Context: an optimization exercise on an open-source flow, tuned for small area, a short achievable clock period and few clock cycles per item. The choices shown serve that exercise and are no tape-out recipe. Function was checked by simulation only, so behaviour that the tests miss may differ from the original.

## flow/design.v (module list and top-level ports; edited modules follow where they fit)
// module interval_running_statistics: 2740 lines
module interval_running_statistics
#(
    parameter int COUNT_BITS = irs_pkg::COUNT_BITS_DEF,
    parameter int HIST_BINS  = irs_pkg::HIST_BINS_DEF
)
(
    input  logic                  clk,
    input  logic                  rst_n,
    input  logic                  in_valid,
    output logic                  in_ready,
    input  logic [irs_pkg::IN_W-1:0]       interval,
    output logic                  out_valid,
    input  logic                  out_ready,
    output logic [1:0]            status,
    output logic [COUNT_BITS-1:0] sample_count,
    output logic [irs_pkg::IN_W-1:0]       least,
    output logic [irs_pkg::IN_W-1:0]       greatest,
    output logic [irs_pkg::IN_W-1:0]       mean,
    output logic [irs_pkg::DEV_W-1:0]      deviation,
    output logic [3:0]            mode_bin,
    output logic                  mode_valid
);
  // ...
==> flow/run.sh <==
#!/bin/bash
# synth_recipe.tcl (not shown) runs the flow's synth.tcl, then flattens the netlist and writes it again
# the make line also repeats each setting of config.mk as NAME=value (left out here)
make -C /OpenROAD-flow-scripts/flow DESIGN_CONFIG=/design/flow/config.mk WORK_HOME=/design/flow/orfs CLKGATE_MAP_FILE= SYNTH_SCRIPT=/design/flow/synth_recipe.tcl finish
==> flow/config.mk <==
export PLATFORM = sky130hd
export DESIGN_NAME = interval_running_statistics
export DESIGN_NICKNAME = interval_running_statistics
export VERILOG_FILES = /design/flow/design.v
export SDC_FILE = /design/flow/constraint.sdc
export NUM_CORES = 4
export LEC_CHECK = 0
export CAP_MARGIN = 20
export CORE_MARGIN = 2
export CORE_UTILIZATION = 55
export CTS_BUF_LIST = sky130_fd_sc_hd__clkbuf_4 sky130_fd_sc_hd__clkbuf_8
export SETUP_SLACK_MARGIN = 4.1
export SLEW_MARGIN = 20
==> flow/constraint.sdc <==
create_clock -name core_clock -period 7.5 [get_ports {clk}]
set_input_delay 1.5000 -clock core_clock [delete_from_list [all_inputs] [get_ports {clk}]]
set_output_delay 1.5000 -clock core_clock [all_outputs]
set_load 0.01 [all_outputs]
==> notes.md, run 1 <==
Remaining Overflow, GRT=0; Post-CTS Setup Repair Bufs=71; GR Util met1=0.336; status=finished clean; critical path launch point=q_acc[0]; Routed WL=516000 um; Post-synth top cells=4505 x dfxtp_1, 2066 x ha_1, 1727 x inv_1; htree depth=6; largest delay contributor family on the critical path=compound AO/OA/AOI/OAI gates; Buffers, non-clock=631; final core utilization=0.633; #MultiIn Comb=13900; skew final=0.0931 ns; Synth Area in Adders=0.167; clock buffer depth=4; post-route ant nets=0; post-DR wirelength/cell=18.3 um; Final Critical Period=3.48 ns; MaxCap Viol Count=0; fraction of layout cells with a size suffix above 1=0.136; met3 wire length=19800 um; top post-synthesis cells by area=dfxtp_1 41%, ha_1 12%, fa_1 5.0%; Final GP Congestion=0.868; final net count=24700; worst-path cell with the longest stage delay=dfrtp_1; GRT Overall Usage=0.244; Largest regs=bins_r: 120 flops, q_acc: 58 flops, sn_sq: 46 flops
Testbench counts, summed over its fixed seeds: cycles 1,912, items 1,600.
==> run 2: changes to the inputs <==
--- a/flow/config.mk
+++ b/flow/config.mk
@@ -7,7 +7,7 @@
 export LEC_CHECK = 0
 export CAP_MARGIN = 20
 export CORE_MARGIN = 2
-export CORE_UTILIZATION = 55
-export CTS_BUF_LIST = sky130_fd_sc_hd__clkbuf_4 sky130_fd_sc_hd__clkbuf_8
-export SETUP_SLACK_MARGIN = 4.1
+export CORE_UTILIZATION = 40
+export CTS_BUF_LIST = sky130_fd_sc_hd__clkbuf_8 sky130_fd_sc_hd__clkbuf_16
+export SETUP_SLACK_MARGIN = 4.3
 export SLEW_MARGIN = 20
==> run 2 against run 1 <==
Final cell count grew 6.2%. Via count grew 2.0%. Critical endpoint is now q6_rr[16].
==> notes.md, run 2 <==
status=finished clean (unchanged); Seq/Total Area, Yosys=0.472 (unchanged); drt via density=5.08 (was 5.29); cells after synthesis=21100 (unchanged); Synthesized Nets=23800 (unchanged); f_max=298 MHz (was 287 MHz); port bufs=138 (unchanged); 1st-pass router iterations=6 (was 5); Final Critical Period=3.35 ns (was 3.48 ns); Synth Area in Compound Gates=0.124 (unchanged); hold path depth=0 (unchanged); endpoint type of the worst setup path=register (unchanged); syn avg cell area=10.5 sq um (unchanged); htree depth=6 (unchanged); most frequent cells in the layout=4318 x dfxtp_1, 1996 x ha_1, 1733 x inv_1 (was 4402 x dfxtp_1, 2041 x ha_1, 1704 x inv_1); Reg-to-Reg Start=q5_rt[0] (was q_acc[0]); DR DRC count=0 (unchanged); Rel. slew slack=0.194 (was 0.198); Critical R2R Capture=q6_rr[16] (was q_acc[46]); multi-input logic area=114000 sq um (was 112000 sq um); Top reg by flops=bins_r (unchanged); num rows=273 (was 233); cell taking the most area after synthesis=dfxtp_1 (unchanged); multiplexer share of the synthesized area=0.0302 (unchanged); Largest regs=bins_r: 120 flops, q_acc: 58 flops, sn_sq: 46 flops (unchanged); Setup CP Type=reg2reg (unchanged); first-pass GRT wire length=869000 um (was 807000 um); GR Util met1=0.257 (was 0.336); Post-Synth Simple-Gate Area=0.106 (unchanged); root buffer cell=clkbuf_16 (was clkbuf_8); hold crit path type=reg2reg (unchanged); initial antenna violation count=52 (was 13); final net count=24800 (was 24700); Filler Cells Inserted=50500 (was 33200); TritonCTS clock tree=built (unchanged); # setup viols final=0 (unchanged); crit path max fanout=8 (was 4); Slew Limit Fails=0 (unchanged); vias in the first global route=148000 (was 146000); largest delay contributor family on the critical path=compound AO/OA/AOI/OAI gates (unchanged); critical path launch point=q5_rt[0] (was q_acc[0]); Yosys reg bits=5054 (unchanged); Synth async-reset ratio=0.0730 (unchanged); Die Wd=750 um (was 640 um); reg-to-reg slack, setup=4.15 ns (was 4.02 ns); Worst-Margin Slew=1.21 ns (was 1.19 ns); Remaining Overflow, GRT=0 (unchanged); Final GP Congestion=0.910 (was 0.868); Sequential Area=105000 sq um (about the same); top-count cell post-synth=dfxtp_1 (unchanged); WP data required=8.39 ns (was 8.54 ns); worst-path cell with the longest stage delay=fa_1 (was dfrtp_1); WP depth=15 (unchanged); end of the critical path=q6_rr[16] (was q_acc[46]); worst reg2reg path depth=15 (unchanged); fraction of layout cells with a size suffix above 1=0.147 (was 0.136); Post-synth EDFFs=180 (unchanged); final core utilization=0.473 (was 0.633); top cell type's share of synthesized area=0.406 (unchanged); post-DR wirelength/cell=19.4 um (was 18.3 um); synthesized area=222000 sq um (unchanged); commonest non-fill, non-tap cell in the layout=dfxtp_1 (unchanged); clk latency of the worst-skew pair=1.08 ns (was 1.26 ns); initial drt markers=9331 (was 7868); MaxCap Viol Count=0 (unchanged); critical path startpoint category=register (unchanged); post-route ant nets=0 (unchanged); Yosys cell types=113 (unchanged); GRT Overall Usage=0.196 (was 0.244); Synth Area in Adders=0.167 (unchanged); Post-synth top flop=dfxtp_1 (unchanged); GR peak layer=met2 (unchanged); core outline area=553000 sq um (was 403000 sq um); GRT met3 Usage=0.0235 (was 0.0278); CP arrival=4.25 ns (was 4.52 ns); Initial Utilization=0.402 (was 0.552); hpwl dp=422000 um (was 379000 um); Layout area overhead=17.8% (was 14.6%); Post-synth top cells=4505 x dfxtp_1, 2066 x ha_1, 1727 x inv_1 (unchanged); Post-Synth XOR/XNOR Area=0.0642 (unchanged); count of warnings emitted by yosys=2 (unchanged); max reg flops=120 (unchanged); Clock Pin Slew Worst Setup and Hold Paths=0.06 ns (about the same); Final Hold Fails=0 (unchanged); CP bufs+invs=2 (unchanged); skew final=0.103 ns (was 0.0931 ns); clock buffer depth=4 (unchanged); Die Y-Extent=750 um (was 640 um); total clock sinks=5054 (unchanged); Routed WL=581000 um (was 516000 um); top post-synthesis cells by area=dfxtp_1 41%, ha_1 12%, fa_1 5.0% (unchanged); TNS Setup=0 ns (unchanged); GR Util met2=0.331 (was 0.405); total CTS buffers=526 (was 787); Via Count=152000 (was 149000); sequence of cells on the critical path=inv_2, fa_1, ha_4, nor3_4, a2111oi_4, o31a_1, o21ai_1, nand2b_1, a41o_1, o31a_1, o22ai_4, buf_12, nand2b_1, a21oi_1, a221oi_1 (was inv_1, fa_2, inv_2, fa_2, a211oi_2, o211ai_2, a21oi_2, o221ai_4, a31oi_4, o31ai_4, a31oi_4, nor3_4, a31oi_2, xor2_1, o21ai_1); num ports=139 (unchanged); slowest stage delay, CP=0.57 ns (was 0.39 ns); hold buffers post-CTS=0 (unchanged); Final period util=0.447 (was 0.464); largest family of logic cells by synthesized area=adder cells (unchanged); Die Area=562000 sq um (was 409000 sq um); RSZ-0062 raised after global routing=yes (unchanged); largest net degree at the start of global routing=229 (was 120)
run 2: cell counts after synthesis:
No cell type changed its count.
run 2: worst min-delay path by stage:
stage / from / to / slack, ns
2_1_floorplan: d19_m[17] / d20_m[17] / 0.31
3_5_place_dp: d19_m[5] / d20_m[5] / 0.31
3_3_place_gp: q2_x[14] / q3_x[14] / 0.31
5_1_grt: d14_a / d15_a / 0.26
6_report: d14_a / d15_a / 0.27
4_1_cts: d14_a / d15_a / 0.27
run 2: metal layers:
metal  vias up  share of wire
met4         8          0.044
met5         -       0.000089
met2      3169           0.47
met3       986          0.046
li1      74700              -
met1     73000           0.44
run 2: cell type report:
| class | count | area share |
|---|---|---|
| diodes | 95 | 0.000908 |
| clock buffers | 613 | 0.0549 |
| clock inverters | 339 | 0.0154 |
| inverters | 1727 | 0.0249 |
| multi-input cells | 13900 | 0.436 |
| flip-flops and latches | 5054 | 0.402 |
| well taps | 7287 | 0.0348 |
| repair buffers | 910 | 0.0307 |
run 2: metrics by stage:
step           instances  worst slack, ns  area [sq um]  hold WS (ns)
3_5_place_dp       28200             3.56        232000         0.312
3_3_place_gp       28200             3.54        232000         0.309
5_1_grt            29900             4.05        262000         0.256
6_report           29900             4.15        262000         0.266
4_1_cts            29500             4.10        256000         0.269
2_1_floorplan      21100             3.80        223000         0.310
run 2: logic make-up after synthesis:
group / after synthesis
adder cells (fa/ha/maj): 2624
AO/OA/AOI/OAI: 4242
XOR/XNOR: 1630
buffers and inverters: 2219
AND/OR/NAND/NOR: 4734
multiplexers: 638
flip-flops: 5054
run 2: repair_timing:
action,in CTS,in global routing
hold endpoints to repair,0,0
endpoints found under the setup margin,924,763
setup buffers,316,255
pin swaps,208,350
resized for setup,1228,1042
gates cloned,38,39
==> run 3: changes to the inputs <==
--- a/flow/config.mk
+++ b/flow/config.mk
@@ -8,6 +8,8 @@
 export CAP_MARGIN = 20
 export CORE_MARGIN = 2
 export CORE_UTILIZATION = 40
-export CTS_BUF_LIST = sky130_fd_sc_hd__clkbuf_8 sky130_fd_sc_hd__clkbuf_16
+export CTS_BUF_LIST = sky130_fd_sc_hd__clkbuf_16
+export CTS_CLUSTER_DIAMETER = 80
+export CTS_CLUSTER_SIZE = 20
 export SETUP_SLACK_MARGIN = 4.3
 export SLEW_MARGIN = 20
==> run 3 against run 2 <==
Maximum frequency shrank 2.3%. Via count shrank 1.2%. Clock skew is 0.0062 ns higher. Die area unchanged. Sequential share of layout area up 1.4 points. Global-route usage down 0.17 points. Register-to-register slack worse by 0.08 ns. Utilization is 1.5 points lower. Area after synthesis is the same. Design area decreased by 3.3%. Critical path type unchanged. Highest routed layer unchanged.
==> notes.md, run 3 <==
status=finished clean (unchanged); slowest stage delay, CP=0.54 ns (was 0.57 ns); max reg flops=120 (unchanged); Reg-to-Reg Start=si_x[17] (was q5_rt[0]); worst reg2reg path depth=10 (was 15); hold buffers post-CTS=0 (unchanged); Remaining Overflow, GRT=0 (unchanged); total clock sinks=5054 (unchanged); RSZ-0062 raised after global routing=yes (unchanged); largest net degree at the start of global routing=229 (unchanged); hold path start=sa_x[9] (was d14_a); CP bufs+invs=4 (was 2); # setup viols final=0 (unchanged); Die Y-Extent=750 um (unchanged); num ports=139 (unchanged); top cell type's share of synthesized area=0.406 (unchanged); synthesized area=222000 sq um (unchanged); endpoint type of the worst setup path=register (unchanged); syn avg cell area=10.5 sq um (unchanged); root buffer cell=clkbuf_16 (unchanged); Post-synth EDFFs=180 (unchanged); Post-synth top flop=dfxtp_1 (unchanged); Synth async-reset ratio=0.0730 (unchanged); 1st-pass router iterations=6 (unchanged); Worst-Margin Slew=1.04 ns (was 1.21 ns); Critical R2R Capture=sm_ss[20] (was q6_rr[16]); GRT Overall Usage=0.195 (was 0.196); Die Area=562000 sq um (unchanged); Layout area overhead=14.0% (was 17.8%); Post-synth top cells=4505 x dfxtp_1, 2066 x ha_1, 1727 x inv_1 (unchanged); num rows=273 (unchanged); skew final=0.109 ns (was 0.103 ns); Filler Cells Inserted=51300 (was 50500); WP data required=8.45 ns (was 8.39 ns); f_max=291 MHz (was 298 MHz); cell taking the most area after synthesis=dfxtp_1 (unchanged); Via Count=150000 (was 152000); top post-synthesis cells by area=dfxtp_1 41%, ha_1 12%, fa_1 5.0% (unchanged); drt via density=5.10 (was 5.08); post-DR wirelength/cell=19.6 um (was 19.4 um); top-count cell post-synth=dfxtp_1 (unchanged); Synthesized Nets=23800 (unchanged); Clock Pin Slew Worst Setup and Hold Paths=0.09 ns (was 0.06 ns); Yosys reg bits=5054 (unchanged); Die Wd=750 um (unchanged); Seq/Total Area, Yosys=0.472 (unchanged); TritonCTS clock tree=built (unchanged); final net count=24600 (was 24800); critical path startpoint category=register (unchanged); first-pass GRT wire length=860000 um (was 869000 um); Final GP Congestion=0.910 (unchanged); sequence of cells on the critical path=buf_12, buf_12, and2_4, fa_2, inv_2, fa_2, fa_2, fa_2, inv_2, fa_2 (was inv_2, fa_1, ha_4, nor3_4, a2111oi_4, o31a_1, o21ai_1, nand2b_1, a41o_1, o31a_1, o22ai_4, buf_12, nand2b_1, a21oi_1, a221oi_1); Routed WL=576000 um (was 581000 um); Largest regs=bins_r: 120 flops, q_acc: 58 flops, sn_sq: 46 flops (unchanged); hold crit path type=reg2reg (unchanged); crit path max fanout=4 (was 8); core outline area=553000 sq um (unchanged); Slew Limit Fails=0 (unchanged); clock buffer depth=4 (unchanged); initial drt markers=9155 (was 9331); largest delay contributor family on the critical path=adder cells (was compound AO/OA/AOI/OAI gates); Sequential Area=105000 sq um (about the same); hpwl dp=422000 um (unchanged); Rel. slew slack=0.308 (was 0.194); initial antenna violation count=54 (was 52); Initial Utilization=0.402 (unchanged); TNS Setup=0 ns (unchanged); Final Critical Period=3.43 ns (was 3.35 ns); most frequent cell on the critical path=fa_2; worst-path cell with the longest stage delay=fa_2 (was fa_1); most frequent cells in the layout=4301 x dfxtp_1, 1995 x ha_1, 1700 x inv_1 (was 4318 x dfxtp_1, 1996 x ha_1, 1733 x inv_1); clk latency of the worst-skew pair=1.01 ns (was 1.08 ns); Final period util=0.458 (was 0.447); post-route ant nets=0 (unchanged); Final Hold Fails=0 (unchanged); hold_ws=0.246 ns (was 0.266 ns); total CTS buffers=315 (was 526); fraction of layout cells with a size suffix above 1=0.131 (was 0.147); commonest non-fill, non-tap cell in the layout=dfxtp_1 (unchanged); vias in the first global route=146000 (was 148000); Setup CP Type=reg2reg (unchanged); port bufs=138 (unchanged); cells after synthesis=21100 (unchanged); htree depth=5 (was 6); reg-to-reg slack, setup=4.07 ns (was 4.15 ns); Yosys cell types=113 (unchanged); CP arrival=4.39 ns (was 4.25 ns); MaxCap Viol Count=0 (unchanged); sink of the worst hold path=d0_x[9] (was d15_a); DR DRC count=0 (unchanged); Top reg by flops=bins_r (unchanged); multi-input logic area=114000 sq um (about the same); count of warnings emitted by yosys=2 (unchanged); hold path depth=0 (unchanged)
[run 3: cell counts after synthesis]
Identical to the previous run, type by type.
[run 3: cells by family (layout without fill, tap and decap cells)]
kind of cell    count (synthesis)  after routing  share of synthesized area
compound gates               4242           4253                      0.124
mux                           638            638                     0.0302
other cells                     0             72                          0
buf+inv                      2219           3118                     0.0382
xor+xnor                     1630           1630                     0.0642
simple gates                 4734           4738                      0.106
flops                        5054           5054                      0.472
fa+ha+maj                    2624           2624                      0.167
[run 3: through the flow]
step	std cells	setup WS, ns	area [sq um]	util
after floorplan	21100	3.80	223000	-
after global placement	28200	3.54	232000	0.420
after detailed placement	28200	3.56	232000	0.420
after CTS	29100	4.01	247000	0.447
after global routing	29400	3.97	253000	0.458
final	29400	4.07	253000	0.458
[run 3: timing repair]
item	4_1_cts	5_1_grt
setup endpoints to repair	942	785
resized for setup	1236	1045
buffers inserted	338	243
pin swaps	229	356
cloned	38	42
[run 3: cell type report]
class	instances	share of cell area
multi-input cells	13900	0.451
flip-flops and latches	5054	0.416
well taps	7287	0.0360
repair buffers	922	0.0331
clock buffers	317	0.0313
inverters	1727	0.0258
clock inverters	152	0.00583
diodes	72	0.000711
[run 3: worst register-to-register path, delay by kind of cell (launching register included)]
family / cells / cell delay, ns
flops: 1 / 0.36
simple gates: 1 / 0.13
buf+inv: 4 / 0.35
fa+ha+maj: 5 / 2.55
[run 3: worst max-delay path by stage]
stage / start / endpoint / cells past startpoint
2_1_floorplan: out_ready / o_count[0] / 2
6_report: si_x[17] / sm_ss[20] / 10
3_5_place_dp: q5_rt[1] / q6_rr[2] / 14
5_1_grt: q_acc[0] / q_acc[56] / 16
4_1_cts: q_acc[0] / q_acc[52] / 16
3_3_place_gp: q6_rr[0] / q7_rr[2] / 14
[run 3: layer usage]
metal / up-vias / global-route usage / routed length, um
met4: 10 / 0.0764 / 25200
met5: - / 0 / 72
met1: 72200 / 0.255 / 256000
met3: 843 / 0.0219 / 24600
li1: 74000 / - / -
met2: 2960 / 0.328 / 271000
==> run 4: changes to the inputs <==
--- a/flow/config.mk
+++ b/flow/config.mk
@@ -11,5 +11,5 @@
 export CTS_BUF_LIST = sky130_fd_sc_hd__clkbuf_16
 export CTS_CLUSTER_DIAMETER = 80
 export CTS_CLUSTER_SIZE = 20
-export SETUP_SLACK_MARGIN = 4.3
+export SETUP_SLACK_MARGIN = 4.1
 export SLEW_MARGIN = 20
==> run 4 against run 3 <==
Die area unchanged. Clock-buffer cell count grew 9. Critical path depth grew 5. Final cell count down 1.0%. Maximum frequency fell by 0.15%. First-iteration DRC count is 11% lower. Critical path type unchanged. Still clean. Largest cell class unchanged.
==> notes.md, run 4 <==
Final Critical Period=3.44 ns (was 3.43 ns); vias in the first global route=143000 (was 146000); count of warnings emitted by yosys=2 (unchanged); Slew Limit Fails=0 (unchanged); CP arrival=4.22 ns (was 4.39 ns); max reg flops=120 (unchanged); TritonCTS clock tree=built (unchanged); Die Wd=750 um (unchanged); reg-to-reg slack, setup=4.06 ns (was 4.07 ns); Post-synth EDFFs=180 (unchanged); cells after synthesis=21100 (unchanged); first-pass GRT wire length=789000 um (was 860000 um); crit path max fanout=4 (unchanged); htree depth=5 (unchanged); commonest non-fill, non-tap cell in the layout=dfxtp_1 (unchanged); Met1 Wirelength=235000 um (was 256000 um); 1st-pass router iterations=8 (was 6); post-route ant nets=0 (unchanged); Clock Pin Slew Worst Setup and Hold Paths=0.08 ns (was 0.09 ns); Synthesized Nets=23800 (unchanged); port bufs=138 (unchanged); GRT Overall Usage=0.172 (was 0.195); total clock sinks=5054 (unchanged); Post-synth top cells=4505 x dfxtp_1, 2066 x ha_1, 1727 x inv_1 (unchanged); fin cells=29100 (was 29400); clk latency of the worst-skew pair=1.01 ns (about the same); fraction of layout cells with a size suffix above 1=0.0902 (was 0.131); top post-synthesis cells by area=dfxtp_1 41%, ha_1 12%, fa_1 5.0% (unchanged); num rows=273 (unchanged); # setup viols final=0 (unchanged); f_max=291 MHz (about the same); Placed Cells=28200 (about the same); RSZ-0062 raised after global routing=yes (unchanged); Synth async-reset ratio=0.0730 (unchanged); core outline area=553000 sq um (unchanged); worst reg2reg path depth=15 (was 10); final net count=24300 (was 24600); routed wl met2=239000 um (was 271000 um); total CTS buffers=320 (was 315); hpwl dp=374000 um (was 422000 um); Initial Utilization=0.402 (unchanged); Filler Cells Inserted=51900 (was 51300); endpoint type of the worst setup path=register (unchanged); Yosys reg bits=5054 (unchanged); Yosys cell types=113 (unchanged); final worst slack=4.06 ns (was 4.07 ns); Post-synth top flop=dfxtp_1 (unchanged); Worst-Margin Slew=0.994 ns (was 1.04 ns); top-count cell post-synth=dfxtp_1 (unchanged); Critical R2R Capture=q_acc[54] (was sm_ss[20]); critical path startpoint category=register (unchanged); root buffer cell=clkbuf_16 (unchanged); MaxCap Viol Count=0 (unchanged); Via Count=146000 (was 150000); initial drt markers=8187 (was 9155); synthesized area=222000 sq um (unchanged); Remaining Overflow, GRT=0 (unchanged); largest net degree at the start of global routing=187 (was 229); clock buffer depth=4 (unchanged); Top reg by flops=bins_r (unchanged); Final period util=0.459 (was 0.458); Top Layer Used=met4 (was met5); cell taking the most area after synthesis=dfxtp_1 (unchanged); syn avg cell area=10.5 sq um (unchanged); TNS Setup=0 ns (unchanged); WP data required=8.29 ns (was 8.45 ns); pre-CTS WS=3.31 ns (was 3.56 ns); Final GP Congestion=0.849 (was 0.910); Die Area=562000 sq um (unchanged); Setup CP Type=reg2reg (unchanged); DR DRC count=0 (unchanged); end of the critical path=q_acc[54] (was sm_ss[20]); critical path launch point=sn_sq[56] (was si_x[17]); Reg-to-Reg Start=sn_sq[56] (was si_x[17]); Die Y-Extent=750 um (unchanged); num ports=139 (unchanged); Layout area overhead=11.9% (was 14.0%); status=finished clean (unchanged); drt via density=5.01 (was 5.10); Final Hold Fails=0 (unchanged); Seq/Total Area, Yosys=0.472 (unchanged); hold crit path type=reg2reg (unchanged); skew final=0.107 ns (was 0.109 ns); Largest regs=bins_r: 120 flops, q_acc: 58 flops, sn_sq: 46 flops (unchanged); top cell type's share of synthesized area=0.406 (unchanged); initial antenna violation count=16 (was 54); post-DR wirelength/cell=17.3 um (was 19.6 um); Routed WL=504000 um (was 576000 um); Rel. slew slack=0.335 (was 0.308); most frequent cells in the layout=4402 x dfxtp_1, 2043 x ha_1, 1750 x inv_1 (was 4301 x dfxtp_1, 1995 x ha_1, 1700 x inv_1); met3 wire length=16500 um (was 24600 um)
run 4: cell counts after synthesis:
Identical to the previous run, type by type.
run 4: logic make-up (layout without fill, tap and decap cells):
group,after synthesis,in the layout,synth area share
xor+xnor,1630,1630,0.0642
mux,638,638,0.0302
flops,5054,5054,0.472
buf+inv,2219,2887,0.0382
fa+ha+maj,2624,2624,0.167
other cells,0,18,0
compound gates,4242,4246,0.124
simple gates,4734,4735,0.106
run 4: worst min-delay path by stage:
stage              start         to  slack, ns  cells past startpoint
6_report       d7_qd[33]  d8_qd[35]       0.27                      0
5_1_grt        d7_qd[33]  d8_qd[35]       0.25                      0
4_1_cts        d7_qd[33]  d8_qd[35]       0.25                      0
3_5_place_dp     q6_x[2]    q7_x[2]       0.31                      0
3_3_place_gp   d1_qd[20]  d2_qd[22]       0.31                      0
2_1_floorplan       sa_a       d0_a       0.31                      0
run 4: layout make-up:
class / count / area, sq um / area share
multi-input cells: 13900 / 112000 / 0.449
flip-flops and latches: 5054 / 105000 / 0.422
well taps: 7287 / 9120 / 0.0366
clock buffers: 326 / 8160 / 0.0328
repair buffers: 679 / 6640 / 0.0267
inverters: 1727 / 6510 / 0.0262
clock inverters: 155 / 1570 / 0.00629
diodes: 18 / 45.0 / 0.000181
run 4: what timing repair did:
item,CTS,global route
pin swaps,72,209
endpoints found under the setup margin,676,671
cloned,14,41
hold buffers,0,0
setup buffers,77,252
resized for setup,433,672
run 4: worst max-delay path, stage by stage (launching register included):
cell,delay [ns]
dfxtp_4,0.40
inv_8,0.03
fa_2,0.39
inv_2,0.07
fa_2,0.24
a211oi_4,0.08
o211ai_2,0.19
a21oi_2,0.11
o221ai_4,0.21
a31oi_4,0.14
o31ai_4,0.36
a31oi_4,0.21
or4_1,0.54
nand2_1,0.10
xnor2_1,0.13
o21ai_1,0.07
run 4: through the flow:
step	hold WS [ns]	util	cell area, sq um
3_3_place_gp	0.310	0.420	232000
6_report	0.265	0.450	249000
2_1_floorplan	0.310	-	222000
3_5_place_dp	0.312	0.420	232000
5_1_grt	0.251	0.450	249000
4_1_cts	0.255	0.441	244000
run 4: layer usage:
metal,GRT usage,vias to the layer above
met5,0,-
met1,0.230,69500
met2,0.296,2114
met4,0.0451,0
met3,0.0164,688
li1,-,73400
==> run 5: changes to the inputs <==
--- a/flow/config.mk
+++ b/flow/config.mk
@@ -9,7 +9,7 @@
 export CORE_MARGIN = 2
 export CORE_UTILIZATION = 40
 export CTS_BUF_LIST = sky130_fd_sc_hd__clkbuf_16
-export CTS_CLUSTER_DIAMETER = 80
-export CTS_CLUSTER_SIZE = 20
+export CTS_CLUSTER_DIAMETER = 100
+export CTS_CLUSTER_SIZE = 28
 export SETUP_SLACK_MARGIN = 4.1
 export SLEW_MARGIN = 20
==> run 5 against run 4 <==
Still clean. Setup slack gained 0.017 ns. Routed wire length is 0.29% lower.
==> notes.md, run 5 <==
Final Hold Fails=0 (unchanged); cell taking the most area after synthesis=dfxtp_1 (unchanged); # setup viols final=0 (unchanged); clk latency of the worst-skew pair=0.98 ns (was 1.01 ns); hold buffers post-CTS=0 (unchanged); root buffer cell=clkbuf_16 (unchanged); 1st-pass router iterations=6 (was 8); Critical R2R Capture=q_acc[48] (was q_acc[54]); Placed Cells=28200 (unchanged); CP arrival=4.27 ns (was 4.22 ns); num ports=139 (unchanged); Die Wd=750 um (unchanged); Layout area overhead=10.9% (was 11.9%); critical path startpoint category=register (unchanged); Final GP Congestion=0.849 (unchanged); post-DR wirelength/cell=17.3 um (about the same); TNS Setup=0 ns (unchanged); f_max=292 MHz (was 291 MHz); drt via density=5.01 (about the same); sink of the worst hold path=d6_qd[30] (was d8_qd[35]); Synthesized Nets=23800 (unchanged); Filler Cells Inserted=52200 (was 51900); Remaining Overflow, GRT=0 (unchanged); Seq/Total Area, Yosys=0.472 (unchanged); total CTS buffers=223 (was 320); top post-synthesis cells by area=dfxtp_1 41%, ha_1 12%, fa_1 5.0% (unchanged); MaxCap Viol Count=0 (unchanged); Initial Utilization=0.402 (unchanged); largest net degree at the start of global routing=187 (unchanged); Slew Limit Fails=0 (unchanged); hold_ws=0.269 ns (was 0.265 ns); DR DRC count=0 (unchanged); Post-synth top flop=dfxtp_1 (unchanged); endpoint type of the worst setup path=register (unchanged); total clock sinks=5054 (unchanged); fraction of layout cells with a size suffix above 1=0.0882 (was 0.0902); Routed WL=503000 um (was 504000 um); Via Count=145000 (was 146000); commonest non-fill, non-tap cell in the layout=dfxtp_1 (unchanged); Top reg by flops=bins_r (unchanged); final core utilization=0.446 (was 0.450); hpwl dp=374000 um (unchanged); status=finished clean (unchanged); top cell type's share of synthesized area=0.406 (unchanged); synthesized area=222000 sq um (unchanged); Yosys reg bits=5054 (unchanged); hold crit path type=reg2reg (unchanged); GRT Overall Usage=0.170 (was 0.172); Post-synth top cells=4505 x dfxtp_1, 2066 x ha_1, 1727 x inv_1 (unchanged); Setup CP Type=reg2reg (unchanged); Largest regs=bins_r: 120 flops, q_acc: 58 flops, sn_sq: 46 flops (unchanged); cells after synthesis=21100 (unchanged); num rows=273 (unchanged); Placed Area=232000 sq um (unchanged); port bufs=138 (unchanged); hold path depth=0 (unchanged); first-pass GRT wire length=783000 um (was 789000 um); Final Critical Period=3.42 ns (was 3.44 ns); syn avg cell area=10.5 sq um (unchanged); fin cells=29000 (was 29100); max reg flops=120 (unchanged); core outline area=553000 sq um (unchanged); post-route ant nets=0 (unchanged); worst reg2reg path depth=15 (unchanged); final net count=24200 (was 24300); top-count cell post-synth=dfxtp_1 (unchanged); htree depth=4 (was 5); reg-to-reg slack, setup=4.08 ns (was 4.06 ns); Rel. slew slack=0.361 (was 0.335); Post-synth EDFFs=180 (unchanged); WP data required=8.35 ns (was 8.29 ns); initial drt markers=8424 (was 8187); Worst-Margin Slew=0.956 ns (was 0.994 ns); Synth async-reset ratio=0.0730 (unchanged); TritonCTS clock tree=built (unchanged); hold path start=d5_qd[28] (was d7_qd[33]); Clock Pin Slew Worst Setup and Hold Paths=0.11 ns (was 0.08 ns); Yosys cell types=113 (unchanged); count of warnings emitted by yosys=2 (unchanged); initial antenna violation count=20 (was 16); Final period util=0.456 (was 0.459); RSZ-0062 raised after global routing=yes (unchanged); skew final=0.101 ns (was 0.107 ns); Final Cell Area=247000 sq um (was 249000 sq um); Reg-to-Reg Start=sn_sq[56] (unchanged); clock buffer depth=4 (unchanged); Die Area=562000 sq um (unchanged); crit path max fanout=10 (was 4); Die Y-Extent=750 um (unchanged); vias in the first global route=142000 (was 143000); most frequent cells in the layout=4390 x dfxtp_1, 2049 x ha_1, 1738 x inv_1 (was 4402 x dfxtp_1, 2043 x ha_1, 1750 x inv_1)
## run 5: cell counts after synthesis
No cell type changed its count.
## run 5: area by class of cell
class | instances | area, sq um | share of cell area
clock buffer | 225 | 5630 | 0.0228
multi-input combinational | 13900 | 112000 | 0.454
antenna | 11 | 27.5 | 0.000112
tap | 7287 | 9120 | 0.0370
timing repair buffer | 714 | 7080 | 0.0287
sequential | 5054 | 105000 | 0.426
clock inverter | 110 | 1230 | 0.00499
inverter | 1727 | 6510 | 0.0264
## run 5: logic make-up (layout without fill, tap and decap cells)
group,after synthesis,count (layout),synth area share
AOI/OAI and AO/OA,4242,4246,0.124
xor gates and xnor gates,1630,1630,0.0642
adders and majority gates,2624,2624,0.167
buffers and inverters,2219,2776,0.0382
DFF,5054,5054,0.472
muxes,638,638,0.0302
other,0,11,0
and+or+nand+nor,4734,4735,0.106
## run 5: per-layer routing
| metal | routed length [um] | track usage | share of wire | up-vias |
|---|---|---|---|---|
| li1 | - | - | - | 73200 |
| met1 | 236000 | 0.229 | 0.47 | 69300 |
| met2 | 239000 | 0.297 | 0.48 | 2028 |
| met3 | 15400 | 0.0142 | 0.031 | 605 |
| met4 | 12000 | 0.0394 | 0.024 | 0 |
| met5 | 0 | 0 | 0 | - |
## run 5: repair_timing
item / 4_1_cts / 5_1_grt
cloned: 15 / 46
resized for setup: 486 / 708
pin swaps: 89 / 232
setup buffers: 82 / 276
setup endpoints to repair: 709 / 683
## run 5: how the worst max path moves through the flow
| stage | slack, ns | endpoint | startpoint | cells after the start |
|---|---|---|---|---|
| finish | 4.08 | q_acc[48] | sn_sq[56] | 15 |
| global route | 3.93 | q_acc[48] | q_acc[0] | 16 |
| CTS | 3.99 | q_acc[54] | q_acc[0] | 15 |
| detailed placement | 3.31 | q_acc[56] | sn_sq[56] | 15 |
| global placement | 3.32 | q_acc[56] | sn_sq[56] | 15 |
| floorplan | 3.80 | o_count[0] | out_ready | 2 |
## run 5: worst max-delay path, stage by stage, from the launching register on
cell and delay [ns]:
dfxtp_4 0.39, buf_6 0.13, buf_6 0.16, fa_2 0.44
a211oi_4 0.24, o211ai_2 0.13, a21oi_2 0.23, o221ai_4 0.15
a31oi_4 0.28, o31ai_4 0.11, buf_6 0.16, a41oi_4 0.30
o21ai_2 0.09, a31oi_1 0.21, xor2_1 0.18, o21ai_1 0.08
## run 5: per-stage QoR
step / worst slack [ns]
floorplan: 3.80
global placement: 3.32
global route: 3.93
detailed placement: 3.31
CTS: 3.99
finish: 4.08

static timing again, ports no longer ideal:
In the flow no input, the clock included, has a driving cell. The finished layouts below were timed again as built, in two steps.
Step 1: set_driving_cell puts a clkbuf_16 on clk and a buf_2 on each other input, an assumption about the parent block.
Step 2 times the ports against the registers' clock, not the clock port: input delays grow and output delays shrink by t, the midpoint of the rising clock arrivals with the driver on.
Slacks: no drivers / after step 1 / after step 2; pairs: no drivers / after step 1.
| run | t, ns | slack for setup (ns) | worst hold slack (ns) |
|---|---|---|---|
| run 1 | 1.319 | 4.020 / 3.969 / 4.020 | 0.273 / 0.258 / 0.273 |
| run 2 | 1.143 | 4.145 / 4.082 / 4.066 | 0.266 / 0.266 / 0.266 |
| run 3 | 1.074 | 4.067 / 4.067 / 4.067 | 0.246 / 0.246 / 0.246 |
| run 4 | 1.067 | 4.061 / 4.061 / 3.909 | 0.265 / 0.265 / 0.265 |
| run 5 | 1.065 | 4.078 / 4.078 / 3.942 | 0.269 / 0.269 / 0.269 |
After both steps every run listed still meets setup and hold. For run 4, which loses most, drivers alone change the setup slack by 0.000 ns; drivers and shift together by -0.152 ns.
